From an optimization exercise on the open Yosys and OpenROAD flow, aimed at small area and a short achievable clock period; shortcuts taken in it are not production practice. The RTL was checked by simulation tests, not by an equivalence proof against the original design. Power is estimated from default activity; no workload was simulated.

== the previous run ==
## arrmul
module arrmul (
  input  logic         clk,
  input  logic         reset,
  input  logic [0:127] reg_A,
  input  logic [0:127] reg_B,
  input  logic [0:1]   ctrl_ww,
  input  logic [0:4]   alu_op,
  output logic [0:127] result
);
Size in the first run: about 390 I/O pins.
clock: 15.0 ns
lec_check: 0
cap_margin: 20
core_margin: 2
core_utilization: 40
slew_margin: 20
synth_hierarchical: 1
standard.sh (not shown) runs the stock make flow with config.mk's settings and CLKGATE_MAP_FILE= SYNTH_SCRIPT=/design/flow/synth_recipe.tcl, a recipe that flattens the netlist after the stock synthesis.
==> flow/flow/run.sh <==
#!/bin/bash
# Standard ORFS layout with extra make settings from flow/make_args.txt (one VAR=value per
# line): the port buffers' cell and timing-repair margins. make's full output goes to make.log.
set -euo pipefail
args=()
while IFS= read -r line; do
  [[ -z "$line" || "$line" == \#* ]] && continue
  args+=("$line")
done < flow/make_args.txt
bash standard.sh "${args[@]}" finish > make.log 2>&1
==> flow/flow/make_args.txt <==
BUFFER_PORTS_ARGS=-buffer_cell sky130_fd_sc_hd__buf_1
SETUP_SLACK_MARGIN=5.5
### the previous run -> the current run
==> flow/flow/make_args.txt <==
BUFFER_PORTS_ARGS=-buffer_cell sky130_fd_sc_hd__buf_1
SETUP_SLACK_MARGIN=6
Results
Across the current run and the previous run, the outcome is the same: a clean finish for every run. Of the two values seen for launch point of the worst path, alu_op[1] was produced by the previous run and alu_op[2] by the current run. Diff the previous run -> the current run: routed metal-1 wire length increased by about 6% relative to the old numbers; hold slack higher; count of plain and timing-repair buffers in the layout went up; number of buffer and inverter instances along the worst setup path moved up; final clock period utilization by the worst path has decreased.

arrmul, a different RTL version from the one above (not shown whole).
For scale: ~130 flip-flops, about 390 I/O pins, ~36000 µm² of cells after synthesis.
// arrmul
module arrmul (
  input  logic         clk,
  input  logic         reset,
  input  logic [0:127] reg_A,
  input  logic [0:127] reg_B,
  input  logic [0:1]   ctrl_ww,
  input  logic [0:4]   alu_op,
  output logic [0:127] result
);
clock: 15.0 ns
lec_check: 0
cap_margin: 20
core_margin: 2
core_utilization: 40
slew_margin: 20
synth_hierarchical: 1
==> flow/flow/make_args.txt <==
BUFFER_PORTS_ARGS=-buffer_cell sky130_fd_sc_hd__buf_1
SETUP_SLACK_MARGIN=6.5
Scripts as last shown in full above: flow/flow/run.sh
The baseline finished with timing, DRC and antenna clean.
Rerun with:
==> flow/flow/make_args.txt (replaced) <==
BUFFER_PORTS_ARGS=-buffer_cell sky130_fd_sc_hd__buf_1
SETUP_SLACK_MARGIN=6
The new run completed with no timing, DRC or antenna violations.
Global-route usage decreases by 0.57 points.
Power increases by 2.0%.
Synthesized area stays the same.
Final area decreases by 1.6%.
Sequential cell count is unchanged.
Utilization decreases by 0.74 points.
Fmax decreases by 4.0%.

Another version of the RTL of arrmul (not shown whole).
For scale: roughly 3,400 cells after synthesis, roughly 390 I/O pins, roughly 34,000 um2 of cells after synthesis.
==> flow/config.mk <==
export PLATFORM = sky130hd
export DESIGN_NAME = arrmul
export DESIGN_NICKNAME = arrmul
export VERILOG_FILES = /design/flow/design.v
export SDC_FILE = /design/flow/constraint.sdc
export NUM_CORES = 4
export LEC_CHECK = 0
export CAP_MARGIN = 20
export CORE_MARGIN = 2
export CORE_UTILIZATION = 40
export SLEW_MARGIN = 20
export SYNTH_HIERARCHICAL = 1
==> flow/constraint.sdc <==
create_clock -name core_clock -period 15.0 [get_ports {clk}]
set_input_delay 3.0000 -clock core_clock [delete_from_list [all_inputs] [get_ports {clk}]]
set_output_delay 3.0000 -clock core_clock [all_outputs]
set_load 0.01 [all_outputs]
==> flow/flow/make_args.txt <==
BUFFER_PORTS_ARGS=-buffer_cell sky130_fd_sc_hd__buf_1
SETUP_SLACK_MARGIN=6
SKIP_GATE_CLONING=1
Scripts as last shown in full above: flow/flow/run.sh
Then changed:
==> flow/flow/make_args.txt (replaced) <==
BUFFER_PORTS_ARGS=-buffer_cell sky130_fd_sc_hd__buf_1
SETUP_SLACK_MARGIN=6
After rerunning: Power went down by 0.67%. Count of clock-buffer cells in the layout is unchanged. Worst hold slack degrades by 0.0038 ns. Die area stays the same.
Then changed:
==> flow/flow/make_args.txt (replaced) <==
BUFFER_PORTS_ARGS=-buffer_cell sky130_fd_sc_hd__buf_1
SETUP_SLACK_MARGIN=7
--- a/flow/config.mk
+++ b/flow/config.mk
@@ -8,5 +8,6 @@
 export CAP_MARGIN = 20
 export CORE_MARGIN = 2
-export CORE_UTILIZATION = 40
+export CORE_UTILIZATION = 60
+export PLACE_DENSITY = 0.72
 export SLEW_MARGIN = 20
 export SYNTH_HIERARCHICAL = 1
The changed run ran to the end with no violations.
Routed wire length went up by roughly a tenth.
Power climbs by roughly a tenth.
Global-route usage rises by 18 points.
Non-clock buffer count increases by 185.
Cell count shrinks by a few percent.
Setup slack is worse by 0.033 ns.
Worst hold slack improves by 0.18 ns.
Critical path depth went up by 2.
Then changed:
==> flow/flow/make_args.txt (replaced) <==
BUFFER_PORTS_ARGS=-buffer_cell sky130_fd_sc_hd__buf_1
SETUP_SLACK_MARGIN=6.1
--- a/flow/config.mk
+++ b/flow/config.mk
@@ -8,6 +8,5 @@
 export CAP_MARGIN = 20
 export CORE_MARGIN = 2
-export CORE_UTILIZATION = 60
-export PLACE_DENSITY = 0.72
+export CORE_UTILIZATION = 40
 export SLEW_MARGIN = 20
 export SYNTH_HIERARCHICAL = 1
Routed wire length shrinks by 9.6%.
Power shrinks by 8.4%.
Clock-buffer cell count grows by 5.
Setup slack gets better by 0.17 ns.
Design area shrinks by 6.1%.
Non-clock buffer count shrinks by 153.
Via count shrinks by 8.3%.
Area after synthesis stays the same.
Core utilization shrinks by 28 points.
Maximum frequency grows by 2.0%.
Cell count grows by 4.9%.
Then changed:
==> flow/flow/make_args.txt (replaced) <==
BUFFER_PORTS_ARGS=-buffer_cell sky130_fd_sc_hd__buf_1
SETUP_SLACK_MARGIN=6
--- a/flow/config.mk
+++ b/flow/config.mk
@@ -9,4 +9,5 @@
 export CORE_MARGIN = 2
 export CORE_UTILIZATION = 40
+export GPL_ROUTABILITY_DRIVEN = 0
 export SLEW_MARGIN = 20
 export SYNTH_HIERARCHICAL = 1
- The new run passed the timing, DRC and antenna checks
- wire length drops by 1.9%
- utilization drops by 0.81 points
- worst setup slack got worse by 0.14 ns
- via count drops by 1.4%
- total power drops by 2.9%
- combinational power drops by 3.9%
- design area drops by 1.7%
- cell count drops by 0.69%
- sequential power is about the same
Then changed:
--- a/flow/config.mk
+++ b/flow/config.mk
@@ -8,6 +8,5 @@
 export CAP_MARGIN = 20
 export CORE_MARGIN = 2
-export CORE_UTILIZATION = 40
-export GPL_ROUTABILITY_DRIVEN = 0
+export CORE_UTILIZATION = 45
 export SLEW_MARGIN = 20
 export SYNTH_HIERARCHICAL = 1
The changed run produced a clean layout.
Worst setup slack barely changes.
Count of clock-buffer cells in the layout came out lower by 1.
Clock power came out higher by about 2%.
Power came out higher by about 3%.
First-iteration DRC count came out higher by about 11%.
Cell count came out lower by about 2%.
Routed wire length came out higher by 0.33%.
Global-route usage came out higher by 3.9 points.
Synthesized cell count stays the same.
Area after synthesis does not change.

## separate check: timing with driven ports
No port has a modelled driver above. Below, the same layouts with a new extraction and two added sets of constraints. Step 1, drivers: a clkbuf_16 drives clk and a buf_2 each remaining input, both assumed. Step 2 times the ports against the registers' clock, not the clock port: input delays grow and output delays shrink by t, the midpoint of the rising clock arrivals with the driver on. Slacks: ideal ports / drivers / drivers and shift; pairs: ideal ports / drivers.
run | t, ns | setup WS [ns] | slew at the worst register clock pin (ns)
the previous run | 0.568 | 5.664 / 5.704 / 5.136 | 0.08 / 0.08
the current run | 0.580 | 5.941 / 5.971 / 5.391 | 0.09 / 0.09
the first run of note 2 | 0.569 | 6.576 / 6.413 / 5.844 | 0.09 / 0.09
the second run of note 2 | 0.583 | 6.229 / 6.226 / 5.643 | 0.09 / 0.09
the first run of note 3 | 0.566 | 6.118 / 6.135 / 5.570 | 0.08 / 0.08
the second run of note 3 | 0.569 | 6.139 / 6.186 / 5.617 | 0.08 / 0.08
the third run of note 3 | 0.552 | 6.106 / 5.988 / 5.436 | 0.08 / 0.08
the fourth run of note 3 | 0.571 | 6.280 / 6.139 / 5.568 | 0.09 / 0.09
the fifth run of note 3 | 0.569 | 6.139 / 6.186 / 5.617 | 0.08 / 0.08
the sixth run of note 3 | 0.562 | 6.136 / 5.985 / 5.423 | 0.08 / 0.08
After both steps setup and hold are still met in every run listed. For the first run of note 2, which loses most, drivers alone change the setup slack by -0.163 ns; drivers and shift together by -0.732 ns.
